From an optimization exercise on the open Yosys and OpenROAD flow, aimed at small area, a short achievable clock period and few clock cycles per item; shortcuts taken in it are not production practice.
Only simulation tests tie the RTL to the original design; equivalence was not proved.
Power and IR drop assume default switching activity.

==> design/flow/design.v <==
module sprite_compositor_n #(
  parameter int N_SPRITES = 8,
  parameter int SPR_SIZE  = 16,
  parameter int COORD_W   = 10,
  parameter int PAL_DEPTH = 16,
  parameter int COLOR_W   = 8,
  parameter int SLOT_W    = (N_SPRITES > 1) ? $clog2(N_SPRITES) : 1,
  parameter int SEL_WP    = $clog2(SPR_SIZE + 1),
  parameter int PAL_WP    = (PAL_DEPTH > 1) ? $clog2(PAL_DEPTH) : 1,
  parameter int DATA_W    = ((2 * COORD_W + PAL_WP + 2) > SPR_SIZE) ? (2 * COORD_W + PAL_WP + 2) : SPR_SIZE
) (
  input  logic                 clk_25,
  input  logic                 n_reset,
  input  logic                 wr_en,
  input  logic [SLOT_W-1:0]    wr_slot,
  input  logic [SEL_WP-1:0]    wr_sel,
  input  logic [DATA_W-1:0]    wr_data,
  input  logic                 att_color,
  input  logic [PAL_WP-1:0]    pal_addr,
  input  logic [3*COLOR_W-1:0] data_color,
  input  logic                 coll_clr,
  input  logic                 pix_valid,
  input  logic [COORD_W-1:0]   row,
  input  logic [COORD_W-1:0]   column,
  input  logic [COLOR_W-1:0]   FIFO_Red,
  input  logic [COLOR_W-1:0]   FIFO_Green,
  input  logic [COLOR_W-1:0]   FIFO_Blue,
  output logic [COLOR_W-1:0]   VGA_R,
  output logic [COLOR_W-1:0]   VGA_G,
  output logic [COLOR_W-1:0]   VGA_B,
  output logic                 out_valid,
  output logic [N_SPRITES-1:0] collision
);
  localparam int N     = N_SPRITES;
  localparam int PAL_W = PAL_WP;
  localparam int RGB_W = 3 * COLOR_W;
  logic [N-1:0][15:0][15:0] bmp_q;      
  logic [N-1:0][9:0]        x_q, y_q;   
  logic [N-1:0][PAL_W-1:0]  pi_q;
  logic [N-1:0]             md_q;
  logic [N-1:0]             en_q;
  logic [PAL_DEPTH-1:0][RGB_W-1:0] pal_q;   
  logic [N-1:0]       slot_we, attr_we;
  logic [N-1:0][15:0] row_we;
  logic [PAL_DEPTH-1:0] pal_we;
  always_comb begin
    for (int s = 0; s < N; s++) begin
      slot_we[s] = wr_en && (wr_slot == SLOT_W'(s));
      attr_we[s] = slot_we[s] && (wr_sel == '0);
      for (int r = 0; r < 16; r++)
        row_we[s][r] = slot_we[s] && (wr_sel == SEL_WP'(r + 1));
    end
    for (int p = 0; p < PAL_DEPTH; p++)
      pal_we[p] = att_color && (pal_addr == PAL_W'(p));
  end
  always_ff @(posedge clk_25) begin
    for (int s = 0; s < N; s++) begin
      if (attr_we[s]) begin
        x_q[s]  <= wr_data[9:0];
        y_q[s]  <= wr_data[19:10];
        pi_q[s] <= wr_data[23:20];
        md_q[s] <= wr_data[25];
      end
    end
  end
  logic [15:0]      bmp_din;
  logic [RGB_W-1:0] pal_din;
  logic [N-1:0]     en_din;
  assign bmp_din = wr_data[15:0] & {16{n_reset}};
  assign pal_din = data_color & {RGB_W{n_reset}};
  assign en_din  = {N{wr_data[24] & n_reset}};
  always_ff @(posedge clk_25) begin
    for (int s = 0; s < N; s++) begin
      if (attr_we[s] || !n_reset) en_q[s] <= en_din[s];
      for (int r = 0; r < 16; r++)
        if (row_we[s][r] || !n_reset) bmp_q[s][r] <= bmp_din;
    end
    for (int p = 0; p < PAL_DEPTH; p++)
      if (pal_we[p] || !n_reset) pal_q[p] <= pal_din;
  end
  logic                v0_q, v1_q, v2_q, v3_q, v4_q, ov_q;
  logic [RGB_W-1:0]    bg0_q, bg1_q, bg2_q, bg3_q, bg4_q;
  logic [N-1:0][3:0]   col0_q;
  logic [3:0]          rlo0_q;
  logic [N-1:0]        in0_q;
  logic [N-1:0][15:0]  rb1_q;
  logic [N-1:0][3:0]   dy1_q;
  logic [N-1:0]        in1_q;
  logic [N-1:0]        hit2_q;
  logic [PAL_W-1:0]    pi3_q;
  logic                md3_q, any3_q;
  logic [RGB_W-1:0]    p4_q;
  logic                md4_q, any4_q;
  logic [N-1:0]        coll_q;
  logic [RGB_W-1:0]    rgb_q;
  logic [N-1:0][4:0] lox, loy;    
  logic [N-1:0]      inx, iny;
  logic [N-1:0][5:0] ax, bx, ay, by;
  logic [N-1:0]      in0_d;
  logic [N-1:0][3:0] col0_d;
  always_comb begin
    for (int s = 0; s < N; s++) begin
      lox[s] = {1'b0, column[3:0]} - {1'b0, x_q[s][3:0]};
      loy[s] = {1'b0, row[3:0]}    - {1'b0, y_q[s][3:0]};
      ax[s]  = column[9:4];
      bx[s]  = ~x_q[s][9:4];
      ay[s]  = row[9:4];
      by[s]  = ~y_q[s][9:4];
      inx[s] = ((ax[s] ^ bx[s] ^ {ax[s][4:0] | bx[s][4:0], ~lox[s][4]}) == '0) &&
               (ax[s][5] | bx[s][5]);
      iny[s] = ((ay[s] ^ by[s] ^ {ay[s][4:0] | by[s][4:0], ~loy[s][4]}) == '0) &&
               (ay[s][5] | by[s][5]);
      in0_d[s]  = en_q[s] & inx[s] & iny[s];
      col0_d[s] = ~lox[s][3:0];     
    end
  end
  logic [N-1:0][15:0] rb1_d;
  logic [N-1:0][3:0]  dy1_d;
  always_comb begin
    for (int s = 0; s < N; s++) begin
      for (int r = 0; r < 16; r++)
        rb1_d[s][r] = bmp_q[s][r][col0_q[s]];
      dy1_d[s] = rlo0_q - y_q[s][3:0];
    end
  end
  logic [N-1:0] hit2_d;
  always_comb begin
    for (int s = 0; s < N; s++)
      hit2_d[s] = in1_q[s] & rb1_q[s][dy1_q[s]];
  end
  logic [PAL_W-1:0] pi3_d;
  logic             md3_d, multi;
  always_comb begin
    pi3_d = '0; md3_d = 1'b0;
    for (int s = N - 1; s >= 0; s--)
      if (hit2_q[s]) begin
        pi3_d = pi_q[s];
        md3_d = md_q[s];
      end
  end
  assign multi = (hit2_q & (hit2_q - N'(1))) != '0;
  logic [RGB_W-1:0] p4_d;
  assign p4_d = pal_q[pi3_q];
  logic [RGB_W-1:0] rgb_d;
  logic [COLOR_W:0] sum_r, sum_g, sum_b;
  always_comb begin
    sum_r = {1'b0, p4_q[23:16]} + {1'b0, bg4_q[23:16]};
    sum_g = {1'b0, p4_q[15:8]}  + {1'b0, bg4_q[15:8]};
    sum_b = {1'b0, p4_q[7:0]}   + {1'b0, bg4_q[7:0]};
    if (!any4_q)     rgb_d = bg4_q;
    else if (!md4_q) rgb_d = p4_q;
    else             rgb_d = {sum_r[8:1], sum_g[8:1], sum_b[8:1]};
  end
  always_ff @(posedge clk_25) begin
    bg0_q <= {FIFO_Red, FIFO_Green, FIFO_Blue};
    col0_q <= col0_d; rlo0_q <= row[3:0]; in0_q <= in0_d;
    bg1_q <= bg0_q; rb1_q <= rb1_d; dy1_q <= dy1_d; in1_q <= in0_q;
    bg2_q <= bg1_q; hit2_q <= hit2_d;
    bg3_q <= bg2_q; pi3_q <= pi3_d; md3_q <= md3_d; any3_q <= |hit2_q;
    bg4_q <= bg3_q; p4_q <= p4_d; md4_q <= md3_q; any4_q <= any3_q;
    rgb_q <= rgb_d;
  end
  always_ff @(posedge clk_25 or negedge n_reset) begin
    if (!n_reset) begin
      v0_q <= 1'b0; v1_q <= 1'b0; v2_q <= 1'b0; v3_q <= 1'b0; v4_q <= 1'b0;
    end else begin
      v0_q <= pix_valid; v1_q <= v0_q; v2_q <= v1_q; v3_q <= v2_q; v4_q <= v3_q;
    end
  end
  always_ff @(posedge clk_25) begin
    if (!n_reset) begin
      ov_q <= 1'b0; coll_q <= '0;
    end else begin
      ov_q <= v4_q;
      if (coll_clr)           coll_q <= '0;
      else if (v2_q && multi) coll_q <= coll_q | hit2_q;
    end
  end
  assign VGA_R     = rgb_q[RGB_W-1 -: COLOR_W];
  assign VGA_G     = rgb_q[2*COLOR_W-1 -: COLOR_W];
  assign VGA_B     = rgb_q[COLOR_W-1:0];
  assign out_valid = ov_q;
  assign collision = coll_q;
endmodule
==> design/flow/run.sh <==
#!/bin/bash
# synth_recipe.tcl (not shown) runs the flow's synth.tcl, then flattens the netlist and writes it again
# the make line also repeats each setting of config.mk as NAME=value (left out here)
make -C /OpenROAD-flow-scripts/flow DESIGN_CONFIG=/design/flow/config.mk WORK_HOME=/design/flow/orfs CLKGATE_MAP_FILE= SYNTH_SCRIPT=/design/flow/synth_recipe.tcl finish
==> design/flow/config.mk <==
export PLATFORM = sky130hd
export DESIGN_NAME = sprite_compositor_n
export DESIGN_NICKNAME = sprite_compositor_n
export VERILOG_FILES = /design/flow/design.v
export SDC_FILE = /design/flow/constraint.sdc
export NUM_CORES = 4
export LEC_CHECK = 0
export CAP_MARGIN = 20
export CORE_MARGIN = 2
export CORE_UTILIZATION = 40
export CTS_CLUSTER_DIAMETER = 60
export CTS_CLUSTER_SIZE = 25
export SETUP_SLACK_MARGIN = 2.4
export SLEW_MARGIN = 20
==> design/flow/constraint.sdc <==
create_clock -name core_clock -period 4.5 [get_ports {clk_25}]
set_input_delay 0.9000 -clock core_clock [delete_from_list [all_inputs] [get_ports {clk_25}]]
set_output_delay 0.9000 -clock core_clock [all_outputs]
set_load 0.01 [all_outputs]
==> notes.md, run 1 <==
- Entering global routing, the biggest net connects 85 pins.
- The commonest cells after synthesis are edfxtp_1, mux4_2, dfxtp_1.
- The max-cap violation count is 0.
- Synthesis produced 5,152 cells.
- The net total in the final layout is 6,050.
- The share of the clock period used by the worst path is roughly 50%.
- The library cell with the highest instance count after synthesis is edfxtp_1.
- TritonCTS built the clock tree.
- The cell chosen for the clock root is clkbuf_16.
- The chip width is approximately 540 um.
- The type of origin of the critical path is a flip-flop.
- The core region area is between 200,000 and 300,000 um2.
- Setup repair after global routing could not meet its margin everywhere.
- Pin placement for this block handled ~150 I/O pins.
- The nature of the critical path endpoint is an output port.
- The wire length of the first global-routing pass is slightly above 400 mm.
- Dividing the detail-routed wire length by the instance count gives a little over 30 um.
- The initial utilization of the core area, before any placement, comes to roughly 40%.
- The total power consumption of the routed design is 0.0589 W.
- The met3 routed wirelength is roughly 18 mm.
- The routed via count is roughly 54,000.
- The number of rows created at floorplan is roughly 200.
- The synthesized design contains 3,050 register bits.
- Sequential cells were found to cover between 70% and 80% of the synthesized design area.
- The clock slew seen by the registers of the worst setup and hold paths is approximately 0.090 ns.
- The number of port buffers is between 100 and 150.
- The relative max-transition margin is 34.5%.
- The number of sinks on the clock net is 3,050.
- The cell area that synthesis handed to floorplanning was 115,000 um2.
- The warning count from the yosys run is 1.
- Of all nets on the critical path, the largest fanout is 1.
- The DRC marker count from the first detailed-route iteration is just under 6,000.
- The number of global-route vias before repair is 55,206.
- After detailed routing, the wire length on met1 is approximately 120 mm.
- The number of different library cells in the post-synthesis netlist is 52.
- The clock reaches the later pin of the worst-skew pair after between 0.9 and 1 ns.
- The number of hold violations in the final report came to 0.
- The slowest stage of the critical path belongs to the cell dfxtp_2.
- After detailed routing, no signal wire sits above met5.
- In this run, synthesis inferred 2,640 flip-flops with an integrated enable.
- The total die area is between 200,000 and 300,000 um2.
- IR analysis of the VDD net gives a maximum drop of between 300 and 400 uV.
- For this run the aggregate overflow at the end of global routing stands at 0.
- The delay of the slowest cell on the worst path is between 0.3 and 0.4 ns.
- The number of buffers inserted during clock tree synthesis is 197.
- The total negative slack for setup checks is 0 ns.
- The total number of H-tree levels is 4.
- The residual DRC count is 0.
- The data arrival time at the worst-slack endpoint is about 1.4 ns.
- The first detailed-routing pass took 6 iterations.
- The routed design could run at a clock period as short as approximately 2.3 ns.
- The cell class contributing the biggest share of worst-path delay is flip-flops.
- The slew at the pin closest to its max-slew limit is 0.982 ns.
- Power spread over the standard cell area amounts to 437 nW/um2.
- The total count of max-transition violations in the final report was 0.
- Dividing the detail-routed via count by the number of cells gives between 5 and 6.
- The placed wire-length estimate after detailed placement is about 160 mm.
- The worst path meets setup with between 2 and 2.5 ns of slack.
- The number of antenna violations at the first check in global routing is 41.
- Dividing the synthesized area by the synthesized cell count gives between 20 and 25 um2.
- The kind of critical path is reg -> out.
- The die extent in y is between 500 and 600 um.
- The global placer's final weighted congestion is between 0.8 and 0.9.
- The count of placed standard cells including taps is 9,016.
- The layout cell share with drive strength beyond 1 is 32.5%.
- Wires add up to about 300 mm.
- For the final database, setup skew stands at 0.110 ns.
- Once detail routing completed, the nets flagged for antenna violations numbered 0.
- The fmax is about 440 MHz.
- The maximum number of buffers from clock root to sink is 4.
- The fraction of registers with async set or reset after synthesis is less than 1%.
- The met2 layer wire length in the routed design is about 150 mm.
- The total setup violations reported at the end of the flow is 0.
- The finished layout holds ~9,700 standard cells, fillers aside.
- The area fraction of the dominant cell type after synthesis is 69.1%.
- The required time of the worst setup path is 3.60 ns.
- Sorting the synthesized cells by area gives the leading types as edfxtp_1, mux4_2, dfxtp_1, ha_1, o21ai_0.
- The tightest min-delay check is of the reg -> reg type.
- Among all flip-flop cells after synthesis, the most frequent one is edfxtp_1.
- The static leakage power is ~45 nW.
- Synthesis produced a netlist with a net count of between 5,000 and 6,000.
- For this run, the total global-route usage over all layers was measured as roughly a fifth.
- Counting both buffers and inverters, the worst setup path holds a total of 1.
- The flow ran to the end and the layout has no timing, DRC or antenna violations.
- Prior to clock tree synthesis, the placed netlist has a worst setup slack of 0.835 ns.
- Summed over all instances, the cell type with the most area after synthesis is edfxtp_1.
- The critical path goes through buf_6.
- Relative to the synthesized area, the layout overhead comes to 17.6%.
==> layer usage <==
metal / vias up / track usage (%)
met2: 1879 / 34.9
met4: 18 / 5.76
met1: 29359 / 26.4
met5: - / 0
met3: 390 / 2.77
li1: 22452 / -
==> per-stage QoR <==
| stage | hold WS (ns) | cell area (um2) | utilization, % |
|---|---|---|---|
| after CTS | 0.283 | 134000 | 47.1 |
| after global placement | 0.310 | 124000 | 43.3 |
| after floorplan | 0.310 | 117000 | - |
| after global routing | 0.295 | 135000 | 47.3 |
| after detailed placement | 0.312 | 124000 | 43.3 |
| final | 0.271 | 135000 | 47.3 |
==> cells by family (layout without fill, tap and decap cells) <==
group	after synthesis	count (layout)	synth area share, %
AOI/OAI and AO/OA	322	322	1.62
buffers and inverters	331	1052	1.31
muxes	812	812	15.8
other	0	17	0
adders and majority gates	216	216	2.48
and+or+nand+nor	276	283	1.33
xor gates and xnor gates	145	145	1.11
DFF	3050	3050	76.3
==> placed cells by master (no fill, tap or decap), types with 42 or more instances in the layout <==
cell	n
dfxtp_1	350
buf_12	186
ha_1	188
edfxtp_1	2640
buf_4	223
clkbuf_16	201
xor2_1	68
mux4_2	800
buf_6	42
clkdlybuf4s50_1	82
inv_1	105
o21ai_4	121
a21oi_1	70
xnor2_1	76
==> report_power, final <==
group          internal [W]  switching (W)
Combinational       0.00253        0.00273
Sequential           0.0331       0.000735
Clock               0.00946         0.0103
Total                0.0451         0.0138
==> worst paths after layout <==
check | cells after the start | start | slack [ns] | endpoint
setup reg to reg | 3 | pi3_q[1]$_DFF_P_ | 2.42 | p4_q[14]$_DFF_P_
hold reg to reg | 0 | bg0_q[19]$_DFF_P_ | 0.27 | bg1_q[19]$_DFF_P_
min in group asynchronous | 2 | n_reset | 0.66 | v3_q$_DFF_PN0_
setup / recovery | 1 | rgb_q[2]$_DFF_P_ | 2.23 | VGA_B[2]
max in group asynchronous | 3 | n_reset | 3.30 | v1_q$_DFF_PN0_
hold / removal | 0 | bg0_q[19]$_DFF_P_ | 0.27 | bg1_q[19]$_DFF_P_
==> final cells by class <==
cell class	count	area (um2)
Antenna cell	17	42.5
Clock buffer	225	5180
Clock inverter	132	1760
Fill cell	23048	150000
Inverter	112	432
Multi-Input combinational cell	1778	27700
Sequential cell	3050	87600
Tap cell	3762	4710
Timing Repair Buffer	583	7330
==> registers in the layout, summed over array words and instances (netlist names), 32 cells and up <==
signal	flops
bmp_q	2048
pal_q	384
rb1_q	128
x_q	80
y_q	80
col0_q	32
dy1_q	32
pi_q	32
==> timing repair <==
item	4_1_cts	5_1_grt
gates cloned	10	2
resized for setup	302	57
hold endpoints to repair	2	0
setup endpoints to repair	2959	1052
hold buffers	1	0
buffers inserted	239	16
pin swaps	104	4
Testbench counts, summed over its fixed seeds: cycles 33,536, pixels 32,768.
==> run 2: changes to the inputs <==
==> design/flow/flow/run.sh (new file) <==
#!/bin/bash
# Standard layout with two changes: clock tree synthesis adds no dummy balancing
# loads and clusters sinks into larger groups, and the port buffers are plain
# buf_4 cells (which the resizer can size up) instead of delay buffers.
set -e
cp standard.sh standard_copy.log
export CTS_ARGS="-sink_clustering_enable -repair_clock_nets -dont_use_dummy_load -sink_clustering_size 25 -sink_clustering_max_diameter 120"
export BUFFER_PORTS_ARGS="-buffer_cell sky130_fd_sc_hd__buf_4"
bash standard.sh > standard.log 2>&1
==> design/flow/standard.sh (new file) <==
#!/bin/bash
# synth_recipe.tcl (not shown) runs the flow's synth.tcl, then flattens the netlist and writes it again
# the make line also repeats each setting of config.mk as NAME=value (left out here)
make -C /OpenROAD-flow-scripts/flow DESIGN_CONFIG=/design/flow/config.mk WORK_HOME=/design/flow/orfs CLKGATE_MAP_FILE= SYNTH_SCRIPT=/design/flow/synth_recipe.tcl "${@:-finish}"
--- a/design/flow/config.mk
+++ b/design/flow/config.mk
@@ -10,4 +10,2 @@
 export CORE_UTILIZATION = 40
-export CTS_CLUSTER_DIAMETER = 60
-export CTS_CLUSTER_SIZE = 25
 export SETUP_SLACK_MARGIN = 2.4
removed: design/flow/run.sh
==> run 2 against run 1 <==
Still clean on timing, DRC and antenna; worst setup slack improved by 0.020 ns; design area fell by 4.5%; power fell by 9.7%; critical path depth grew 3; synthesized area unchanged; synthesized cell count stayed put; critical endpoint is now y_q[18]$_DFFE_PP_; largest cell class unchanged.
==> notes.md, run 2 <==
- The routed via count is 52,549 (was 54,098).
- The core region area is 285,000 um2 (unchanged).
- The global-route usage over all layers is 19.6% (was 20.1%).
- The worst hold path class is in -> reg (was reg -> reg).
- The number of buffers inserted during clock tree synthesis is 149 (was 197).
- The most area-hungry cell type in the Yosys netlist is edfxtp_1 (unchanged).
- The design internal power is 0.0414 W (was 0.0451 W).
- The required time of the worst setup path came to 4.96 ns (was 3.60 ns).
- The switching part of the total power came to 22.1% (was 23.4%).
- The length of the first detailed-routing pass in iterations is 7 (was 6).
- The total die area is 291,000 um2 (unchanged).
- The xor and xnor area share after synthesis is 1.11% (unchanged).
- The starting density of the core came to 40.2% (unchanged).
- The residual DRC count is 0 (unchanged).
- The number of rows created at floorplan is 196 (unchanged).
- The cell class contributing the biggest share of worst-path delay is simple AND/OR/NAND/NOR gates (was flip-flops).
- The nature of the critical path endpoint is a flip-flop (was output port).
- Ranking of synthesized cells by instance count: edfxtp_1, mux4_2, dfxtp_1 (unchanged).
- The total count of max-transition violations in the final report was 0 (unchanged).
- The sequential cell area fraction in the yosys report is 76.3% (unchanged).
- The number of sinks on the clock net was 3,050 (unchanged).
- The number of different library cells in the post-synthesis netlist came to 52 (unchanged).
- The library cell with the highest instance count after synthesis is edfxtp_1 (unchanged).
- The largest fanout on the critical path is 25 (was 1).
- The pin count of the biggest net entering global routing was 129 (was 85).
- The number of I/O pins was 145 (unchanged).
- The routed wirelength normalized by instance count is 31.4 um (was 30.6 um).
- The delay of the slowest cell on the worst path is 0.87 ns (was 0.37 ns).
- The die extent in y is 539 um (unchanged).
- The fraction of registers with async set or reset after synthesis is 0.164% (unchanged).
- The static leakage power came to 42.2 nW (was 45.0 nW).
- The kind of critical path is in -> reg (was reg -> out).
- The relative area change from synthesis to final layout is 12.3% (was 17.6%).
- The wire length after detailed routing is 290 mm (was 296 mm).
- The share of the clock period used by the worst path is 50.0% (was 50.5%).
- The synthesized flop and latch total was 3,050 (unchanged).
- The global placer's final weighted congestion is 0.833 (was 0.852).
- The area fraction of the dominant cell type after synthesis is 69.1% (unchanged).
- The placed wire-length estimate after detailed placement is 161 mm (was 162 mm).
- The flip-flop count of the largest register, all copies and words added is 2,048 (unchanged).
- The chip width is 539 um (unchanged).
- The clock slew seen by the registers of the worst setup and hold paths came to 0.10 ns (was 0.09 ns).
- The total buffers and inverters traversed by the critical path is 1 (unchanged).
- The number of hold violations in the final report is 0 (unchanged).
- The relative max-transition margin is 31.7% (was 34.5%).
- The fmax is 444 MHz (was 440 MHz).
- The clock network fraction of total power is 26.9% (was 33.6%).
- The post-synthesis share of cell area spent on full adders, half adders and majority gates was 2.48% (unchanged).
- Setup repair after global routing missed its margin: yes (unchanged).
- The total number of H-tree levels came to 4 (unchanged).
- Largest cells by area after synthesis: edfxtp_1, mux4_2, dfxtp_1, ha_1, o21ai_0 (unchanged).
- Most frequent cells in the layout: edfxtp_1, mux4_2, dfxtp_1 (unchanged).
- The TritonCTS clock tree is done (unchanged).
- The total negative slack for setup checks is 0 ns (unchanged).
- The combinational share of power is 9.4% (was 8.9%).
- The multiplexer fraction of the synthesized cell area is 15.8% (unchanged).
- The source-to-sink clock delay at the later pin of the worst-skew pair came to 0.86 ns (was 0.92 ns).
- The core utilization of the finished layout came to 45.1% (was 47.3%).
- The overflow left after global routing was 0 (unchanged).
- The maximum number of buffers from clock root to sink was 4 (unchanged).
- The net total in the final layout is 5,813 (was 6,050).
- The final period demand of the worst path is 2.25 ns (was 2.27 ns).
- The net count after synthesis is 5,480 (unchanged).
- The net switching power was 0.0118 W (was 0.0138 W).
- The primary flip-flop cell chosen by synthesis mapping is edfxtp_1 (unchanged).
- The fraction of the mapped netlist area in simple logic gates is 1.33% (unchanged).
- The number of global-route vias before repair is 53,923 (was 55,206).
- The register name with the most flops is bmp_q (unchanged).
- The number of instances in the synthesized netlist was 5,152 (unchanged).
- The worst-path cell with the longest stage delay is nor2_4 (was dfxtp_2).
- The warning count from the yosys run came to 1 (unchanged).
- The number of port buffers was 144 (unchanged).
- The final hold slack came to 0.155 ns (was 0.271 ns).
- The slew at the pin closest to its max-slew limit is 1.02 ns (was 0.982 ns).
- The layout cell share with drive strength beyond 1 is 29.9% (was 32.5%).
- The number of synthesized flops with an enable pin was 2,640 (unchanged).
- The filler-free cell count of the finished design is 9,259 (was 9,659).
- Outcome: finished clean (unchanged).
- The synthesized cell area came to 115,000 um2 (unchanged).
- The total setup violations reported at the end of the flow is 0 (unchanged).
- The type of origin of the critical path is an input port (was flip-flop).
- The power density over cell area was 413 nW/um2 (was 437 nW/um2).
- The post-synthesis compound-gate area fraction was 1.62% (unchanged).
- The peak supply drop was 394 uV (was 321 uV).
- The mean instance size in the synthesized netlist is 22.3 um2 (unchanged).
- The number of nets still failing antenna checks after routing is 0 (unchanged).
- The number of antenna violations at the first check in global routing is 27 (was 41).
- The cell chosen for the clock root is clkbuf_16 (unchanged).
- The count of placed standard cells including taps is 8,985 (was 9,016).
- The largest clock skew in the final design is 0.0533 ns (was 0.110 ns).
- The total power consumption of the routed design is 0.0532 W (was 0.0589 W).
- The proportion of power drawn by flip-flops and latches is 63.7% (was 57.5%).
- The most common library cell in the layout ignoring fill and taps is edfxtp_1 (unchanged).
- The combinational family with the most area after synthesis is multiplexers (unchanged).
- Registers with the highest flip-flop counts: bmp_q x2048, pal_q x384, rb1_q x128 (unchanged).
- The data arrival time at the worst-slack endpoint is 2.71 ns (was 1.37 ns).
- The ratio of routed vias to standard cells is 5.68 (was 5.60).
- The DRC marker count from the first detailed-route iteration is 5,726 (was 5,911).
- Cells along the critical path: buf_4 > nor2b_4 > nand2_4 > nor2_4 (was buf_6).
- The max-cap violation count is 0 (unchanged).
- The wire length of the first global-routing pass came to 407 mm (was 416 mm).
## run 2: metal layers
metal	share of wire (%)	vias up	GRT usage, %
met3	5.7	297	2.38
li1	-	21751	-
met4	2.6	8	4.98
met1	40	28806	26.2
met2	51	1687	34.1
met5	0.018	-	0
## run 2: metrics by stage
step / instance area [um2] / worst slack, ns
after floorplan: 117000 / 1.91
after global placement: 123000 / 1.08
after detailed placement: 123000 / 1.04
after CTS: 128000 / 2.11
after global routing: 129000 / 2.18
final: 129000 / 2.25
## run 2: worst reg2reg max path: stages, from the launching register on
cell,delay (ns)
dfxtp_2,0.47
mux4_2,0.58
mux4_2,0.63
and2_1,0.26
## run 2: cell families after synthesis
logic type / count (synthesis)
simple gates: 276
flops: 3050
buf+inv: 331
xor+xnor: 145
fa+ha+maj: 216
mux: 812
compound gates: 322
## run 2: power groups by stage
stage	registers, W	logic (W)	clock network, W
final	0.0339	0.00499	0.0143
after global routing	0.0341	0.00526	0.0155
after CTS	0.0339	0.00499	0.0146
after detailed placement	0.0347	0.00479	0
after global placement	0.0345	0.00472	0
after floorplan	0.0341	0.00322	0
## run 2: path summary, 6_finish.rpt
check                                 startpoint                 to  slack, ns  depth (start not counted)
worst max register to register  dy1_q[8]$_DFF_P_  hit2_q[2]$_DFF_P_       2.42                          3
worst min register to register  bg3_q[4]$_DFF_P_   bg4_q[4]$_DFF_P_       0.33                          0
worst max-delay path                       wr_en  y_q[18]$_DFFE_PP_       2.25                          4
worst min-delay path                 FIFO_Red[4]  bg0_q[20]$_DFF_P_       0.15                          1
min in group asynchronous                n_reset     v1_q$_DFF_PN0_       0.50                          2
max in group asynchronous                n_reset     v4_q$_DFF_PN0_       3.53                          2
## run 2: repair_timing
item / CTS / global route
gates resized for setup: 106 / 28
endpoints found under the setup margin: 1145 / 921
pin swaps: 17 / 29
hold buffers: 1 / 0
setup buffers: 63 / 36
endpoints found under the hold margin: 1 / 0
cloned: 4 / 7
## run 2: area by class of cell
type | instances | area [um2]
clock buffers | 149 | 3730
diodes | 14 | 35.0
fillers | 23669 | 157000
multi-input cells | 1778 | 27700
inverters | 112 | 435
repair buffers | 394 | 4480
well taps | 3762 | 4710
flip-flops and latches | 3050 | 87600
==> run 3: changes to the inputs <==
--- a/design/flow/config.mk
+++ b/design/flow/config.mk
@@ -10,3 +10,3 @@
 export CORE_UTILIZATION = 40
-export SETUP_SLACK_MARGIN = 2.4
+export SETUP_SLACK_MARGIN = 2.6
 export SLEW_MARGIN = 20
==> run 3 against run 2 <==
Still clean on timing, DRC and antenna; design area rose by 2.9%; sequential share of layout area down 1.9 points; synthesized cell count did not move; sequential power barely moved; count of clock-buffer cells in the layout shrank 1; die area unchanged.
==> notes.md, run 3 <==
- Outcome: finished clean (unchanged).
- The total buffers and inverters traversed by the critical path is 1 (unchanged).
- The peak supply drop is 295 uV (was 394 uV).
- The total count of max-transition violations in the final report is 0 (unchanged).
- The synthesized cell area is 115,000 um2 (unchanged).
- The worst-path cell with the longest stage delay is dfxtp_2 (was nor2_4).
- The number of rows created at floorplan came to 196 (unchanged).
- The xor and xnor area share after synthesis is 1.11% (unchanged).
- The required time of the worst setup path came to 3.60 ns (was 4.96 ns).
- The primary flip-flop cell chosen by synthesis mapping is edfxtp_1 (unchanged).
- The number of antenna violations at the first check in global routing was 24 (was 27).
- The number of hold violations in the final report is 0 (unchanged).
- The multiplexer fraction of the synthesized cell area is 15.8% (unchanged).
- The setup slack at placement is 1.13 ns (was 1.04 ns).
- Registers with the highest flip-flop counts: bmp_q x2048, pal_q x384, rb1_q x128 (unchanged).
- The number of synthesized flops with an enable pin came to 2,640 (unchanged).
- The total negative slack for setup checks was 0 ns (unchanged).
- The warning count from the yosys run is 1 (unchanged).
- The combinational family with the most area after synthesis is multiplexers (unchanged).
- The fraction of the mapped netlist area in simple logic gates came to 1.33% (unchanged).
- The number of fillers in the final layout is 23,313 (was 23,669).
- The largest fanout on the critical path came to 2 (was 25).
- The die extent in y is 539 um (unchanged).
- The core region area is 285,000 um2 (unchanged).
- The design internal power is 0.0417 W (was 0.0414 W).
- The overflow left after global routing was 0 (unchanged).
- The net switching power is 0.0119 W (was 0.0118 W).
- The number of nets still failing antenna checks after routing was 0 (unchanged).
- The register area is 87,700 um2 (was 87,600 um2).
- Most frequent cells in the layout: edfxtp_1, mux4_2, dfxtp_1 (unchanged).
- The fraction of registers with async set or reset after synthesis came to 0.164% (unchanged).
- The slew at the pin closest to its max-slew limit is 0.891 ns (was 1.02 ns).
- The most area-hungry cell type in the Yosys netlist is edfxtp_1 (unchanged).
- The start point of the worst min-delay path is FIFO_Red[2] (was FIFO_Red[4]).
- The net total in the final layout is 6,010 (was 5,813).
- The residual DRC count was 0 (unchanged).
- Largest cells by area after synthesis: edfxtp_1, mux4_2, dfxtp_1, ha_1, o21ai_0 (unchanged).
- The number of port buffers is 144 (unchanged).
- The ratio of routed vias to standard cells came to 5.73 (was 5.68).
- The cell chosen for the clock root is clkbuf_16 (unchanged).
- The area fraction of the dominant cell type after synthesis is 69.1% (unchanged).
- The sequential cell area fraction in the yosys report is 76.3% (unchanged).
- The slack of the critical path is 2.27 ns (was 2.25 ns).
- The post-synthesis share of cell area spent on full adders, half adders and majority gates is 2.48% (unchanged).
- The relative area change from synthesis to final layout was 15.5% (was 12.3%).
- The proportion of power drawn by flip-flops and latches is 63.2% (was 63.7%).
- The type of origin of the critical path is a flip-flop (was input port).
- The final period demand of the worst path is 2.23 ns (was 2.25 ns).
- The nature of the critical path endpoint is an output port (was flip-flop).
- The power density over cell area is 405 nW/um2 (was 413 nW/um2).
- The number of I/O pins was 145 (unchanged).
- The cell class contributing the biggest share of worst-path delay is flip-flops (was simple AND/OR/NAND/NOR gates).
- The worst hold path class is in -> reg (unchanged).
- The starting density of the core was 40.2% (unchanged).
- The count of hold-fix buffers inserted at cts came to 0 (was 1).
- The total number of H-tree levels was 4 (unchanged).
- The synthesized flop and latch total was 3,050 (unchanged).
- The total power consumption of the routed design came to 0.0536 W (was 0.0532 W).
- The pin count of the biggest net entering global routing came to 66 (was 129).
- The global-route usage over all layers is 20.3% (was 19.6%).
- The number of buffers inserted during clock tree synthesis is 148 (was 149).
- The relative max-transition margin is 40.6% (was 31.7%).
- The internal reg-to-reg setup slack is 2.41 ns (was 2.42 ns).
- The wire length after detailed routing is 301 mm (was 290 mm).
- The total die area is 291,000 um2 (unchanged).
- The net count after synthesis is 5,480 (unchanged).
- The source-to-sink clock delay at the later pin of the worst-skew pair came to 0.85 ns (was 0.86 ns).
- The clock network fraction of total power is 26.6% (was 26.9%).
- The number of cell instances on the worst register-to-register path is 3 (unchanged).
- The length of the first detailed-routing pass in iterations came to 7 (unchanged).
- The mean instance size in the synthesized netlist is 22.3 um2 (unchanged).
- The routed via count came to 54,188 (was 52,549).
- The number of stages on the worst hold path is 1 (unchanged).
- The total setup violations reported at the end of the flow is 0 (unchanged).
- The placed wire-length estimate after detailed placement was 159 mm (was 161 mm).
- The worst reg2reg path startpoint was dy1_q[28]$_DFF_P_ (was dy1_q[8]$_DFF_P_).
- The final hold slack was 0.147 ns (was 0.155 ns).
- The max-cap violation count is 0 (unchanged).
- The layout cell share with drive strength beyond 1 is 33.1% (was 29.9%).
- The post-synthesis compound-gate area fraction is 1.62% (unchanged).
- The maximum number of buffers from clock root to sink was 4 (unchanged).
- The number of instances in the synthesized netlist is 5,152 (unchanged).
- The static leakage power is 44.0 nW (was 42.2 nW).
- The number of different library cells in the post-synthesis netlist is 52 (unchanged).
- The endpoint with the worst hold slack is bg0_q[18]$_DFF_P_ (was bg0_q[20]$_DFF_P_).
- The number of sinks on the clock net is 3,050 (unchanged).
- The library cell with the highest instance count after synthesis is edfxtp_1 (unchanged).
- The register name with the most flops was bmp_q (unchanged).
- The data arrival time at the worst-slack endpoint is 1.33 ns (was 2.71 ns).
- Ranking of synthesized cells by instance count: edfxtp_1, mux4_2, dfxtp_1 (unchanged).
- The number of global-route vias before repair is 54,870 (was 53,923).
- The combinational share of power is 10.2% (was 9.4%).
- The endpoint of the most critical register-to-register path was hit2_q[7]$_DFF_P_ (was hit2_q[2]$_DFF_P_).
- The most common library cell in the layout ignoring fill and taps is edfxtp_1 (unchanged).
- Cells along the critical path: buf_6 (was buf_4 > nor2b_4 > nand2_4 > nor2_4).
- The switching part of the total power was 22.3% (was 22.1%).
- The global placer's final weighted congestion was 0.791 (was 0.833).
- The routed wirelength normalized by instance count is 31.9 um (was 31.4 um).
- The clock slew seen by the registers of the worst setup and hold paths is 0.09 ns (was 0.10 ns).
- The largest clock skew in the final design was 0.0839 ns (was 0.0533 ns).
- The delay of the slowest cell on the worst path is 0.37 ns (was 0.87 ns).
- The share of the clock period used by the worst path is 49.7% (was 50.0%).
- The flip-flop count of the largest register, all copies and words added is 2,048 (unchanged).
- The kind of critical path is reg -> out (was in -> reg).
- The core utilization of the finished layout is 46.4% (was 45.1%).
- The area taken by multi-input logic gates is 28,000 um2 (was 27,700 um2).
- The wire length of the first global-routing pass is 420 mm (was 407 mm).
- The DRC marker count from the first detailed-route iteration is 6,400 (was 5,726).
- Setup repair after global routing missed its margin: yes (unchanged).
- The chip width is 539 um (unchanged).
- The fmax is 447 MHz (was 444 MHz).
- The TritonCTS clock tree is done (unchanged).
run 3: cell counts after synthesis:
No cell type changed its count.
run 3: final cells by class:
class / instances / share of cell area (%)
sequential: 3050 / 66.2
multi-input combinational: 1785 / 21.2
timing repair buffer: 585 / 5.91
tap: 3762 / 3.56
clock buffer: 148 / 2.80
inverter: 112 / 0.340
antenna: 13 / 0.0246
run 3: kinds of logic after synthesis:
family                   Yosys count
adder cells (fa/ha/maj)          216
buffers and inverters            331
flip-flops                      3050
multiplexers                     812
AO/OA/AOI/OAI                    322
XOR/XNOR                         145
AND/OR/NAND/NOR                  276
run 3: worst max path at each step:
stage	cells past startpoint	to	slack [ns]	startpoint
after detailed placement	5	pi_q[10]$_DFFE_PP_	1.13	wr_sel[0]
final	1	collision[2]	2.27	coll_q[2]$_SDFFE_PP0P_
after global placement	5	pi_q[10]$_DFFE_PP_	1.20	wr_sel[0]
after global routing	1	collision[2]	2.21	coll_q[2]$_SDFFE_PP0P_
after floorplan	3	bmp_q[2016]$_DFFE_PP_	1.91	wr_sel[4]
after CTS	1	collision[1]	2.21	coll_q[1]$_SDFFE_PP0P_
run 3: power by group through the flow:
stage	Sequential [W]	Clock, W	Combinational, W
after floorplan	0.0341	0	0.00323
after global placement	0.0345	0	0.00477
after detailed placement	0.0346	0	0.00484
after CTS	0.0339	0.0146	0.00535
after global routing	0.0341	0.0154	0.00575
final	0.0339	0.0143	0.00548
run 3: timing repair:
action,CTS,global route
cloned,40,15
resized for setup,252,68
pin swaps,68,59
buffers inserted,176,62
endpoints found under the hold margin,0,0
setup endpoints to repair,2405,1965
run 3: metal layers:
layer,track usage (%),share of wire (%),vias up
met4,5.09,2.7,2
met1,27.7,40,29599
met5,0,0.0043,-
li1,-,-,22186
met2,34.6,51,2091
met3,2.48,6.5,310
run 3: metrics by stage:
step	area, um2	std cells
6_report	132000	9455
5_1_grt	132000	9452
2_1_floorplan	117000	5152
3_5_place_dp	123000	9001
3_3_place_gp	123000	9000
4_1_cts	131000	9365
==> run 4: changes to the inputs <==
--- a/design/flow/config.mk
+++ b/design/flow/config.mk
@@ -10,3 +10,3 @@
 export CORE_UTILIZATION = 40
-export SETUP_SLACK_MARGIN = 2.6
+export SETUP_SLACK_MARGIN = 2.5
 export SLEW_MARGIN = 20
==> run 4 against run 3 <==
Still clean on timing, DRC and antenna; worst setup slack improved by 0.043 ns; synthesized cell count unchanged; combinational power fell by 5.1%; die area unchanged; sequential share of layout area up 1.1 points; global-route usage down 0.38 points; critical path depth stayed put; largest cell class unchanged.
==> notes.md, run 4 <==
- The largest fanout on the critical path was 1 (was 2).
- The core region area is 285,000 um2 (unchanged).
- The routed wirelength normalized by instance count is 31.3 um (was 31.9 um).
- The number of fillers in the final layout is 23,370 (was 23,313).
- Cells along the critical path: buf_6 (unchanged).
- The number of rows created at floorplan was 196 (unchanged).
- The synthesized cell area is 115,000 um2 (unchanged).
- The source-to-sink clock delay at the later pin of the worst-skew pair is 0.85 ns (about the same).
- The design internal power is 0.0412 W (was 0.0417 W).
- The die extent in y is 539 um (unchanged).
- The area taken by multi-input logic gates is 27,800 um2 (was 28,000 um2).
- The number of synthesized flops with an enable pin was 2,640 (unchanged).
- The required time of the worst setup path is 3.60 ns (about the same).
- The total setup violations reported at the end of the flow is 0 (unchanged).
- The DRC marker count from the first detailed-route iteration came to 6,258 (was 6,400).
- The number of instances in the synthesized netlist is 5,152 (unchanged).
- Setup repair after global routing missed its margin: yes (unchanged).
- The chip width is 539 um (unchanged).
- The most area-hungry cell type in the Yosys netlist is edfxtp_1 (unchanged).
- The number of nets still failing antenna checks after routing is 0 (unchanged).
- The register name with the most flops is bmp_q (unchanged).
- The number of global-route vias before repair was 53,798 (was 54,870).
- The layout cell share with drive strength beyond 1 is 31.6% (was 33.1%).
- The peak supply drop is 380 uV (was 295 uV).
- The residual DRC count is 0 (unchanged).
- The relative area change from synthesis to final layout is 13.6% (was 15.5%).
- The number of antenna violations at the first check in global routing came to 33 (was 24).
- The proportion of power drawn by flip-flops and latches is 64.1% (was 63.2%).
- The overflow left after global routing came to 0 (unchanged).
- The total buffers and inverters traversed by the critical path came to 1 (unchanged).
- The number of sinks on the clock net was 3,050 (unchanged).
- The data arrival time at the worst-slack endpoint came to 1.29 ns (was 1.33 ns).
- The wire length of the first global-routing pass is 412 mm (was 420 mm).
- The count of placed standard cells including taps is 9,012 (was 9,001).
- The critical path startpoint is rgb_q[10]$_DFF_P_ (was coll_q[2]$_SDFFE_PP0P_).
- The power density over cell area is 406 nW/um2 (was 405 nW/um2).
- The type of origin of the critical path is a flip-flop (unchanged).
- The largest clock skew in the final design is 0.0900 ns (was 0.0839 ns).
- The total negative slack for setup checks is 0 ns (unchanged).
- The maximum number of buffers from clock root to sink is 3 (was 4).
- The area fraction of the dominant cell type after synthesis was 69.1% (unchanged).
- The routed via count is 53,186 (was 54,188).
- The fmax was 456 MHz (was 447 MHz).
- The warning count from the yosys run was 1 (unchanged).
- The wire length after detailed routing was 293 mm (was 301 mm).
- The cell area after layout came to 130,000 um2 (was 132,000 um2).
- The delay of the slowest cell on the worst path was 0.37 ns (about the same).
- The most common library cell in the layout ignoring fill and taps is edfxtp_1 (unchanged).
- The number of I/O pins is 145 (unchanged).
- The net switching power was 0.0117 W (was 0.0119 W).
- The nature of the critical path endpoint is an output port (unchanged).
- The static leakage power is 43.0 nW (was 44.0 nW).
- The final hold slack came to 0.180 ns (was 0.147 ns).
- The combinational share of power is 9.8% (was 10.2%).
- The ratio of routed vias to standard cells was 5.69 (was 5.73).
- The sequential cell area fraction in the yosys report was 76.3% (unchanged).
- The flip-flop count of the largest register, all copies and words added is 2,048 (unchanged).
- The placed wire-length estimate after detailed placement is 163 mm (was 159 mm).
- The register area is 87,700 um2 (about the same).
- The max-cap violation count was 0 (unchanged).
- The number of different library cells in the post-synthesis netlist was 52 (unchanged).
- The final period demand of the worst path is 2.19 ns (was 2.23 ns).
- The net total in the final layout came to 5,917 (was 6,010).
- The TritonCTS clock tree is done (unchanged).
- The number of hold violations in the final report is 0 (unchanged).
- The total number of H-tree levels is 4 (unchanged).
- The count of hold-fix buffers inserted at cts is 0 (unchanged).
- The global-route usage over all layers is 19.9% (was 20.3%).
- The fraction of registers with async set or reset after synthesis was 0.164% (unchanged).
- Largest cells by area after synthesis: edfxtp_1, mux4_2, dfxtp_1, ha_1, o21ai_0 (unchanged).
- The start point of the worst min-delay path is FIFO_Red[1] (was FIFO_Red[2]).
- The clock network fraction of total power is 26.0% (was 26.6%).
- The worst-path cell with the longest stage delay is dfxtp_4 (was dfxtp_2).
- Outcome: finished clean (unchanged).
- Ranking of synthesized cells by instance count: edfxtp_1, mux4_2, dfxtp_1 (unchanged).
- The total die area is 291,000 um2 (unchanged).
- The starting density of the core came to 40.2% (unchanged).
- The pin count of the biggest net entering global routing is 70 (was 66).
- The placed cell area was 123,000 um2 (about the same).
- The number of buffers inserted during clock tree synthesis is 140 (was 148).
- The synthesized flop and latch total is 3,050 (unchanged).
- Most frequent cells in the layout: edfxtp_1, mux4_2, dfxtp_1 (unchanged).
- The number of port buffers was 144 (unchanged).
- The slew at the pin closest to its max-slew limit is 1.07 ns (was 0.891 ns).
- The mean instance size in the synthesized netlist is 22.3 um2 (unchanged).
- The cell class contributing the biggest share of worst-path delay is flip-flops (unchanged).
- The net count after synthesis came to 5,480 (unchanged).
- The total count of max-transition violations in the final report came to 0 (unchanged).
- The switching part of the total power is 22.1% (was 22.3%).
- The global placer's final weighted congestion is 0.782 (was 0.791).
- The kind of critical path is reg -> out (unchanged).
- The primary flip-flop cell chosen by synthesis mapping is edfxtp_1 (unchanged).
- Registers with the highest flip-flop counts: bmp_q x2048, pal_q x384, rb1_q x128 (unchanged).
- The cell chosen for the clock root is clkbuf_16 (unchanged).
- The worst hold path class is in -> reg (unchanged).
- The worst reg2reg path startpoint is dy1_q[24]$_DFF_P_ (was dy1_q[28]$_DFF_P_).
- The share of the clock period used by the worst path came to 48.7% (was 49.7%).
- The library cell with the highest instance count after synthesis was edfxtp_1 (unchanged).
- The core utilization of the finished layout is 45.7% (was 46.4%).
- The clock slew seen by the registers of the worst setup and hold paths came to 0.10 ns (was 0.09 ns).
- The filler-free cell count of the finished design was 9,354 (was 9,455).
- The length of the first detailed-routing pass in iterations came to 5 (was 7).
- The relative max-transition margin is 28.4% (was 40.6%).
-- run 4: through the flow --
step / setup WS [ns] / total power [W]
after floorplan: 1.91 / 0.0373
after global placement: 1.12 / 0.0393
after detailed placement: 1.08 / 0.0395
after CTS: 2.25 / 0.0532
after global routing: 2.25 / 0.0545
final: 2.31 / 0.0529
-- run 4: per-layer routing --
metal	track usage, %	part of all wire [%]	vias up
met5	0	0.012	-
met4	4.56	2.2	6
met3	2.50	5.9	265
met2	33.6	50	1810
met1	27.7	42	29120
li1	-	-	21985
-- run 4: what timing repair did --
item / 4_1_cts / 5_1_grt
endpoints found under the hold margin: 0 / 0
pin swaps: 53 / 37
gates resized for setup: 172 / 44
setup buffers: 134 / 46
setup endpoints to repair: 1757 / 890
gates cloned: 12 / 5
-- run 4: area by class of cell --
| type | count | share of cell area, % |
|---|---|---|
| flip-flops and latches | 3050 | 67.3 |
| multi-input cells | 1779 | 21.3 |
| repair buffers | 506 | 4.71 |
| well taps | 3762 | 3.61 |
| clock buffers | 140 | 2.69 |
| inverters | 112 | 0.346 |
| diodes | 5 | 0.00961 |
-- run 4: power by group through the flow --
stage                     Clock, W  Combinational [W]  Sequential (W)
after floorplan                  0            0.00323          0.0341
after global placement           0            0.00476          0.0345
after detailed placement         0            0.00481          0.0347
after CTS                   0.0141            0.00516          0.0339
after global routing        0.0149            0.00548          0.0341
final                       0.0138            0.00520          0.0339
-- run 4: worst paths after layout --
| kind | end | slack (ns) | depth (start not counted) |
|---|---|---|---|
| max | VGA_G[2] | 2.31 | 1 |
| min | bg0_q[17]$_DFF_P_ | 0.18 | 1 |
| max reg2reg | hit2_q[6]$_DFF_P_ | 2.42 | 3 |
| min reg2reg | bg2_q[4]$_DFF_P_ | 0.32 | 0 |
| max in group asynchronous | v1_q$_DFF_PN0_ | 4.10 | 2 |
| min in group asynchronous | v4_q$_DFF_PN0_ | 0.27 | 2 |
-- run 4: kinds of logic after synthesis --
group / synth area share [%]
DFF: 76.3
muxes: 15.8
buffers and inverters: 1.31
AOI/OAI and AO/OA: 1.62
and+or+nand+nor: 1.33
adders and majority gates: 2.48
xor gates and xnor gates: 1.11
==> run 5: changes to the inputs <==
--- a/design/flow/design.v
+++ b/design/flow/design.v
@@ -37,3 +37,3 @@
   logic [N-1:0][15:0][15:0] bmp_q;      
-  logic [N-1:0][9:0]        x_q, y_q;   
+  logic [N-1:0][9:0]        x_q, y_q;
   logic [N-1:0][PAL_W-1:0]  pi_q;
@@ -55,23 +55,17 @@
   end
+  logic [DATA_W-1:0] wr_din;
+  logic [RGB_W-1:0]  pal_din;
+  assign wr_din  = wr_data & {DATA_W{n_reset}};
+  assign pal_din = data_color & {RGB_W{n_reset}};
   always_ff @(posedge clk_25) begin
     for (int s = 0; s < N; s++) begin
-      if (attr_we[s]) begin
-        x_q[s]  <= wr_data[9:0];
-        y_q[s]  <= wr_data[19:10];
-        pi_q[s] <= wr_data[23:20];
-        md_q[s] <= wr_data[25];
+      if (attr_we[s] || !n_reset) begin
+        x_q[s]  <= wr_din[9:0];
+        y_q[s]  <= wr_din[19:10];
+        pi_q[s] <= wr_din[23:20];
+        en_q[s] <= wr_din[24];
+        md_q[s] <= wr_din[25];
       end
-    end
-  end
-  logic [15:0]      bmp_din;
-  logic [RGB_W-1:0] pal_din;
-  logic [N-1:0]     en_din;
-  assign bmp_din = wr_data[15:0] & {16{n_reset}};
-  assign pal_din = data_color & {RGB_W{n_reset}};
-  assign en_din  = {N{wr_data[24] & n_reset}};
-  always_ff @(posedge clk_25) begin
-    for (int s = 0; s < N; s++) begin
-      if (attr_we[s] || !n_reset) en_q[s] <= en_din[s];
       for (int r = 0; r < 16; r++)
-        if (row_we[s][r] || !n_reset) bmp_q[s][r] <= bmp_din;
+        if (row_we[s][r] || !n_reset) bmp_q[s][r] <= wr_din[15:0];
     end
==> run 5 against run 4 <==
Still clean on timing, DRC and antenna; critical path depth unchanged; first-iteration DRC count down 4.0%; worst hold slack worse by 0.041 ns; register-to-register slack better by 0.07 ns; synthesized area about the same; routed wire length up 1.5%; cell count up 0.65%; die area about the same; critical endpoint is now collision[5]; highest routed layer unchanged.
==> notes.md, run 5 <==
- Outcome: finished clean (unchanged).
- The share of the clock period used by the worst path is 52.5% (was 48.7%).
- The placed wire-length estimate after detailed placement is 156 mm (was 163 mm).
- The kind of critical path is reg -> out (unchanged).
- The number of buffers inserted during clock tree synthesis is 148 (was 140).
- The peak supply drop is 334 uV (was 380 uV).
- The worst-path cell with the longest stage delay is dfxtp_4 (unchanged).
- Largest cells by area after synthesis: edfxtp_1, mux4_2, dfxtp_1, ha_1, o21ai_0 (unchanged).
- Cells along the critical path: buf_6 (unchanged).
- The core region area is 285,000 um2 (unchanged).
- Most frequent cells in the layout: edfxtp_1, mux4_2, dfxtp_1 (unchanged).
- The area fraction of the dominant cell type after synthesis came to 69.1% (about the same).
- The synthesized cell area is 115,000 um2 (about the same).
- The core utilization of the finished layout is 46.2% (was 45.7%).
- The number of fillers in the final layout is 23,420 (was 23,370).
- The fmax is 423 MHz (was 456 MHz).
- The cell chosen for the clock root is clkbuf_16 (unchanged).
- The worst hold path class is in -> reg (unchanged).
- The number of instances in the synthesized netlist is 5,153 (was 5,152).
- The slew at the pin closest to its max-slew limit is 1.18 ns (was 1.07 ns).
- The wire length of the first global-routing pass is 414 mm (was 412 mm).
- The net total in the final layout is 5,975 (was 5,917).
- The required time of the worst setup path is 3.60 ns (about the same).
- Ranking of synthesized cells by instance count: edfxtp_1, mux4_2, dfxtp_1 (unchanged).
- The layout cell share with drive strength beyond 1 was 32.5% (was 31.6%).
- The flip-flop count of the largest register, all copies and words added is 2,048 (unchanged).
- The maximum number of buffers from clock root to sink came to 4 (was 3).
- The most area-hungry cell type in the Yosys netlist is edfxtp_1 (unchanged).
- The delay of the slowest cell on the worst path was 0.47 ns (was 0.37 ns).
- The routed via count was 53,591 (was 53,186).
- The DRC marker count from the first detailed-route iteration is 6,006 (was 6,258).
- The library cell with the highest instance count after synthesis is edfxtp_1 (unchanged).
- The number of I/O pins is 145 (unchanged).
- The register name with the most flops is bmp_q (unchanged).
- The routed wirelength normalized by instance count was 31.5 um (was 31.3 um).
- The source-to-sink clock delay at the later pin of the worst-skew pair is 0.86 ns (was 0.85 ns).
- The cell class contributing the biggest share of worst-path delay was flip-flops (unchanged).
- The wire length after detailed routing is 297 mm (was 293 mm).
- Registers with the highest flip-flop counts: bmp_q x2048, pal_q x384, rb1_q x128 (unchanged).
- Setup repair after global routing missed its margin: yes (unchanged).
- The total number of H-tree levels came to 4 (unchanged).
- The number of hold violations in the final report came to 0 (unchanged).
- The primary flip-flop cell chosen by synthesis mapping is edfxtp_1 (unchanged).
- The global placer's final weighted congestion is 0.785 (was 0.782).
- The placed cell area came to 123,000 um2 (about the same).
- The static leakage power is 43.7 nW (was 43.0 nW).
- The final hold slack was 0.139 ns (was 0.180 ns).
- The synthesized flop and latch total is 3,050 (unchanged).
- The total die area is 291,000 um2 (about the same).
- The sequential cell area fraction in the yosys report is 76.3% (about the same).
- The number of different library cells in the post-synthesis netlist was 52 (unchanged).
- The pin count of the biggest net entering global routing is 76 (was 70).
- The max-cap violation count was 0 (unchanged).
- The power density over cell area is 434 nW/um2 (was 406 nW/um2).
- The largest clock skew in the final design is 0.0774 ns (was 0.0900 ns).
- The relative max-transition margin was 21.3% (was 28.4%).
- The global-route usage over all layers is 20.0% (was 19.9%).
- The net count after synthesis is 5,481 (was 5,480).
- The number of synthesized flops with an enable pin was 2,640 (unchanged).
- The data arrival time at the worst-slack endpoint is 1.46 ns (was 1.29 ns).
- The number of port buffers is 144 (unchanged).
- The number of rows created at floorplan is 196 (unchanged).
- The starting density of the core is 40.2% (about the same).
- The total negative slack for setup checks is 0 ns (unchanged).
- The total buffers and inverters traversed by the critical path was 1 (unchanged).
- The clock slew seen by the registers of the worst setup and hold paths was 0.10 ns (about the same).
- The largest fanout on the critical path was 3 (was 1).
- The total setup violations reported at the end of the flow was 0 (unchanged).
- The number of sinks on the clock net is 3,050 (unchanged).
- The cell area after layout came to 132,000 um2 (was 130,000 um2).
- The type of origin of the critical path was a flip-flop (unchanged).
- The relative area change from synthesis to final layout was 14.9% (was 13.6%).
- The number of antenna violations at the first check in global routing came to 19 (was 33).
- The mean instance size in the synthesized netlist was 22.3 um2 (about the same).
- The length of the first detailed-routing pass in iterations is 7 (was 5).
- The fraction of registers with async set or reset after synthesis was 0.164% (unchanged).
- The ratio of routed vias to standard cells is 5.69 (about the same).
- The chip width is 539 um (about the same).
- The number of global-route vias before repair came to 54,540 (was 53,798).
- The residual DRC count is 0 (unchanged).
- The warning count from the yosys run is 1 (unchanged).
- The final period demand of the worst path is 2.36 ns (was 2.19 ns).
- The total count of max-transition violations in the final report was 0 (unchanged).
- The TritonCTS clock tree was done (unchanged).
- The overflow left after global routing is 0 (unchanged).
- The nature of the critical path endpoint is an output port (unchanged).
- The die extent in y was 539 um (about the same).
- The most common library cell in the layout ignoring fill and taps is edfxtp_1 (unchanged).
- The number of nets still failing antenna checks after routing came to 0 (unchanged).
==> run 5: cell count changes in the layout (fill, tap and decap cells not counted), sizes merged <==
cell | previous run | this run
bufbuf | 1 | 0
diode | 5 | 8
o21ai | 169 | 177
and2 | 60 | 70
clkbuf | 144 | 153
buf | 501 | 542
nor2 | 46 | 36
clkinvlp | 8 | 12
inv | 104 | 100
dlygate4sd3 | 0 | 1
==> run 5: cells by family after synthesis <==
logic type,share of synthesized area [%]
AOI/OAI and AO/OA,1.62
xor gates and xnor gates,1.11
adders and majority gates,2.48
buffers and inverters,1.31
DFF,76.3
muxes,15.8
and+or+nand+nor,1.35
==> run 5: repair_timing <==
| action | 4_1_cts | 5_1_grt |
|---|---|---|
| setup buffers | 177 | 75 |
| cloned | 16 | 10 |
| setup endpoints to repair | 2099 | 1122 |
| resized for setup | 162 | 50 |
| endpoints found under the hold margin | 5 | 0 |
| pin swaps | 82 | 59 |
| hold buffers | 1 | 0 |
==> run 5: worst paths after layout <==
check / startpoint / end / slack [ns] / cells past startpoint
worst max register to register: pi3_q[0]$_DFF_P_ / p4_q[19]$_DFF_P_ / 2.49 / 4
worst min-delay path: pix_valid / v0_q$_DFF_PN0_ / 0.14 / 1
worst min register to register: bg0_q[13]$_DFF_P_ / bg1_q[13]$_DFF_P_ / 0.30 / 0
min in group asynchronous: n_reset / v4_q$_DFF_PN0_ / 0.88 / 2
worst max-delay path: coll_q[5]$_SDFFE_PP0P_ / collision[5] / 2.14 / 1
max in group asynchronous: n_reset / v0_q$_DFF_PN0_ / 3.43 / 2
==> run 5: final cells by class <==
cell class	count	area [um2]	share of cell area, %
multi-input cells	1787	28100	21.4
clock buffers	148	3700	2.81
repair buffers	548	7040	5.35
inverters	112	465	0.353
flip-flops and latches	3050	87700	66.5
well taps	3762	4710	3.57
diodes	8	20.0	0.0152
==> run 5: power by group <==
| group | leakage (nW) | switching, W | internal, W |
|---|---|---|---|
| clock network | 1.82 | 0.00832 | 0.00592 |
| logic | 12.9 | 0.00401 | 0.00419 |
| registers | 29.0 | 0.00111 | 0.0337 |
==> run 5: routing by layer <==
| metal | global-route usage, % | up-vias | routed length (um) |
|---|---|---|---|
| met3 | 3.02 | 317 | 19400 |
| li1 | - | 22113 | - |
| met4 | 4.15 | 6 | 6380 |
| met2 | 34.4 | 1820 | 151000 |
| met1 | 27.1 | 29335 | 120000 |
| met5 | 0 | - | 28 |
==> run 5: metrics by stage <==
stage / instances / total power (W) / setup WS [ns]
final: 9415 / 0.0572 / 2.14
after global placement: 8980 / 0.0429 / 1.12
after detailed placement: 8980 / 0.0431 / 1.02
after CTS: 9322 / 0.0575 / 2.06
after floorplan: 5153 / 0.0402 / 2.00
after global routing: 9410 / 0.0592 / 2.11
Testbench counts of run 5, summed over its fixed seeds: cycles 33,536, pixels 32,768.
==> run 6: changes to the inputs <==
--- a/design/flow/config.mk
+++ b/design/flow/config.mk
@@ -10,3 +10,3 @@
 export CORE_UTILIZATION = 40
-export SETUP_SLACK_MARGIN = 2.5
+export SETUP_SLACK_MARGIN = 2.6
 export SLEW_MARGIN = 20
==> run 6 against run 5 <==
Combinational power rose by 6.6%; largest power group unchanged; clock skew fell by 0.012 ns; sequential share of layout area fell by 0.83 points; core utilization rose by 0.59 points.
==> notes.md, run 6 <==
- Outcome: finished clean (unchanged).
- The number of buffers inserted during clock tree synthesis is 149 (was 148).
- The relative max-transition margin is 34.4% (was 21.3%).
- The relative area change from synthesis to final layout is 16.3% (was 14.9%).
- The endpoint of the most critical register-to-register path was p4_q[6]$_DFF_P_ (was p4_q[19]$_DFF_P_).
- The mean instance size in the synthesized netlist is 22.3 um2 (unchanged).
- The die extent in y is 539 um (unchanged).
- Largest cells by area after synthesis: edfxtp_1, mux4_2, dfxtp_1, ha_1, o21ai_0 (unchanged).
- The number of sinks on the clock net is 3,050 (unchanged).
- The maximum number of buffers from clock root to sink was 4 (unchanged).
- The fmax is 455 MHz (was 423 MHz).
- The max-cap violation count is 0 (unchanged).
- The most area-hungry cell type in the Yosys netlist is edfxtp_1 (unchanged).
- The sequential cell area fraction in the yosys report was 76.3% (unchanged).
- The number of stages on the worst hold path is 1 (unchanged).
- The placed wire-length estimate after detailed placement is 153 mm (was 156 mm).
- The wire length after detailed routing is 295 mm (was 297 mm).
- The total number of H-tree levels is 4 (unchanged).
- The source-to-sink clock delay at the later pin of the worst-skew pair is 0.88 ns (was 0.86 ns).
- The routed via count is 53,971 (was 53,591).
- The net total in the final layout came to 6,061 (was 5,975).
- The core region area is 285,000 um2 (unchanged).
- The fraction of registers with async set or reset after synthesis is 0.164% (unchanged).
- The register name with the most flops was bmp_q (unchanged).
- The worst reg2reg path startpoint is pi3_q[0]$_DFF_P_ (unchanged).
- The static leakage power is 44.5 nW (was 43.7 nW).
- The required time of the worst setup path was 3.60 ns (about the same).
- The global placer's final weighted congestion is 0.781 (was 0.785).
- The total setup violations reported at the end of the flow came to 0 (unchanged).
- The total buffers and inverters traversed by the critical path was 1 (unchanged).
- The internal reg-to-reg setup slack is 2.43 ns (was 2.49 ns).
- The type of origin of the critical path is a flip-flop (unchanged).
- The slew at the pin closest to its max-slew limit is 0.985 ns (was 1.18 ns).
- The synthesized cell area came to 115,000 um2 (unchanged).
- The starting density of the core is 40.2% (unchanged).
- The number of fillers in the final layout is 23,149 (was 23,420).
- The proportion of power drawn by flip-flops and latches is 60.1% (was 60.8%).
- The library cell with the highest instance count after synthesis is edfxtp_1 (unchanged).
- The cell chosen for the clock root is clkbuf_16 (unchanged).
- The number of cell instances on the worst register-to-register path was 4 (unchanged).
- The clock slew seen by the registers of the worst setup and hold paths is 0.10 ns (about the same).
- The layout cell share with drive strength beyond 1 came to 33.9% (was 32.5%).
- Cells along the critical path: buf_6 (unchanged).
- The cell class contributing the biggest share of worst-path delay is flip-flops (unchanged).
- The worst hold path class is in -> reg (unchanged).
- The largest clock skew in the final design is 0.0650 ns (was 0.0774 ns).
- The TritonCTS clock tree is done (unchanged).
- Registers with the highest flip-flop counts: bmp_q x2048, pal_q x384, rb1_q x128 (unchanged).
- The number of hold violations in the final report is 0 (unchanged).
- The largest fanout on the critical path is 2 (was 3).
- The delay of the slowest cell on the worst path is 0.36 ns (was 0.47 ns).
- Ranking of synthesized cells by instance count: edfxtp_1, mux4_2, dfxtp_1 (unchanged).
- The length of the first detailed-routing pass in iterations is 5 (was 7).
- The worst-path cell with the longest stage delay is dfxtp_2 (was dfxtp_4).
- The number of instances in the synthesized netlist came to 5,153 (unchanged).
- The final hold slack is 0.177 ns (was 0.139 ns).
- The overflow left after global routing was 0 (unchanged).
- The flip-flop count of the largest register, all copies and words added is 2,048 (unchanged).
- The total count of max-transition violations in the final report is 0 (unchanged).
- The number of global-route vias before repair is 54,534 (was 54,540).
- The global-route usage over all layers is 19.7% (was 20.0%).
- The area fraction of the dominant cell type after synthesis is 69.1% (unchanged).
- The share of the clock period used by the worst path is 48.8% (was 52.5%).
- The number of synthesized flops with an enable pin was 2,640 (unchanged).
- The most common library cell in the layout ignoring fill and taps is edfxtp_1 (unchanged).
- The design internal power is 0.0441 W (was 0.0438 W).
- The switching part of the total power is 23.5% (about the same).
- The total negative slack for setup checks is 0 ns (unchanged).
- The DRC marker count from the first detailed-route iteration is 6,280 (was 6,006).
- The warning count from the yosys run was 1 (unchanged).
- The synthesized flop and latch total came to 3,050 (unchanged).
- The number of different library cells in the post-synthesis netlist is 52 (unchanged).
- The wire length of the first global-routing pass came to 410 mm (was 414 mm).
- The routed wirelength normalized by instance count was 31.0 um (was 31.5 um).
- The number of antenna violations at the first check in global routing is 34 (was 19).
- The number of nets still failing antenna checks after routing came to 0 (unchanged).
- The start point of the worst min-delay path is FIFO_Red[0] (was pix_valid).
- The endpoint with the worst hold slack is bg0_q[16]$_DFF_P_ (was v0_q$_DFF_PN0_).
- The chip width is 539 um (unchanged).
- The number of port buffers came to 144 (unchanged).
- The clock network fraction of total power came to 24.8% (was 24.9%).
- The primary flip-flop cell chosen by synthesis mapping is edfxtp_1 (unchanged).
- The nature of the critical path endpoint is an output port (unchanged).
- The power density over cell area was 432 nW/um2 (was 434 nW/um2).
- Setup repair after global routing missed its margin: yes (unchanged).
- The net switching power is 0.0135 W (was 0.0134 W).
- The ratio of routed vias to standard cells is 5.68 (was 5.69).
- Most frequent cells in the layout: edfxtp_1, mux4_2, dfxtp_1 (unchanged).
- The data arrival time at the worst-slack endpoint is 1.30 ns (was 1.46 ns).
- The peak supply drop is 419 uV (was 334 uV).
- The combinational share of power is 15.2% (was 14.3%).
- The kind of critical path is reg -> out (unchanged).
- The pin count of the biggest net entering global routing is 93 (was 76).
- The number of I/O pins came to 145 (unchanged).
- The final period demand of the worst path is 2.20 ns (was 2.36 ns).
- The net count after synthesis is 5,481 (unchanged).
- The number of rows created at floorplan was 196 (unchanged).
- The total die area is 291,000 um2 (unchanged).
- The residual DRC count is 0 (unchanged).
[run 6: cell counts after synthesis]
Identical to the previous run, type by type.
[run 6: worst register-to-register path, stage by stage, from the launching register on]
cell	delay, ns
dfxtp_4	0.50
buf_12	0.15
buf_16	0.13
mux4_2	0.51
mux4_2	0.58
[run 6: through the flow]
step                power, W  instances  util [%]  worst slack [ns]  cell area (um2)
floorplan             0.0402       5153         -              2.00           117000
global placement      0.0429       8981      43.2              1.28           123000
detailed placement    0.0431       8981      43.2              1.20           123000
CTS                   0.0579       9406      46.2              2.23           132000
global route          0.0596       9498      46.8              2.24           133000
finish                0.0577       9507      46.8              2.30           133000
[run 6: per-layer routing]
layer	part of all wire [%]	vias up	global-route usage, %
li1	-	22313	-
met1	41	29436	27.0
met2	50	1894	33.3
met3	6.5	316	2.73
met4	2.6	12	4.98
met5	0.027	-	0
[run 6: cell type report]
| class | count | area (um2) | share of cell area, % |
|---|---|---|---|
| inverters | 112 | 465 | 0.349 |
| flip-flops and latches | 3050 | 87700 | 65.7 |
| diodes | 14 | 35.0 | 0.0263 |
| multi-input cells | 1784 | 28200 | 21.2 |
| clock buffers | 149 | 3730 | 2.80 |
| repair buffers | 636 | 8560 | 6.42 |
| well taps | 3762 | 4710 | 3.53 |
[run 6: power groups by stage]
stage          registers [W]  clock network [W]  logic (W)
2_1_floorplan         0.0348                  0    0.00549
3_3_place_gp          0.0354                  0    0.00749
3_5_place_dp          0.0356                  0    0.00755
4_1_cts               0.0347             0.0146    0.00859
5_1_grt               0.0349             0.0155    0.00924
6_report              0.0346             0.0143    0.00874
[run 6: kinds of logic (layout without fill, tap and decap cells)]
logic type	count (synthesis)	count (layout)	share of synthesized area [%]
other cells	0	14	0
mux	812	812	15.8
buf+inv	331	897	1.31
fa+ha+maj	216	216	2.48
simple gates	277	281	1.35
compound gates	322	330	1.62
flops	3050	3050	76.3
xor+xnor	145	145	1.11
[run 6: worst max-delay path by stage]
stage,startpoint,end,slack [ns],cells past startpoint
floorplan,wr_slot[0],en_q[7]$_DFFE_PP_,2.00,3
global placement,wr_sel[4],bmp_q[1934]$_DFFE_PP_,1.28,4
detailed placement,wr_sel[4],bmp_q[1001]$_DFFE_PP_,1.20,4
CTS,coll_q[6]$_SDFFE_PP0P_,collision[6],2.23,1
global route,coll_q[6]$_SDFFE_PP0P_,collision[6],2.24,1
finish,coll_q[6]$_SDFFE_PP0P_,collision[6],2.30,1
[run 6: repair_timing]
item | in CTS | in global routing
resized for setup | 237 | 51
pin swaps | 106 | 34
endpoints found under the hold margin | 2 | 0
hold buffers | 1 | 0
cloned | 32 | 20
endpoints found under the setup margin | 2880 | 766
buffers inserted | 243 | 67

==> what the ideal ports hide <==
The results above use ideal ports. As a check the final layouts listed here were re-extracted and re-timed, cells and wires unchanged. Step 1 (the two cells are an assumption about what drives the block):
set clk [get_ports {clk_25}]
set_driving_cell -lib_cell sky130_fd_sc_hd__clkbuf_16 $clk
set_driving_cell -lib_cell sky130_fd_sc_hd__buf_2 [delete_from_list [all_inputs] $clk]
Step 2, shift: input delay + t, output delay - t, t = (earliest + latest rising clock arrival at the registers) / 2. This alone moves slack from input paths to output paths. Slacks: ideal ports / drivers / drivers and shift; pairs: ideal ports / drivers.
| run | t, ns | setup slack, ns | worst register clock-pin slew, ns |
|---|---|---|---|
| run 1 | 0.954 | 2.228 / 2.128 / 1.397 | 0.10 / 0.10 |
| run 2 | 0.921 | 2.248 / 2.172 / 1.369 | 0.11 / 0.11 |
| run 3 | 0.921 | 2.265 / 2.166 / 1.679 | 0.11 / 0.11 |
| run 4 | 0.901 | 2.308 / 2.210 / 1.553 | 0.11 / 0.11 |
| run 5 | 0.920 | 2.136 / 2.038 / 1.513 | 0.11 / 0.11 |
| run 6 | 0.922 | 2.304 / 2.209 / 1.594 | 0.10 / 0.10 |
After both steps every run listed still meets setup and hold. The setup slack of run 2, which loses most, moves by -0.076 ns with the drivers and by -0.879 ns with both steps.
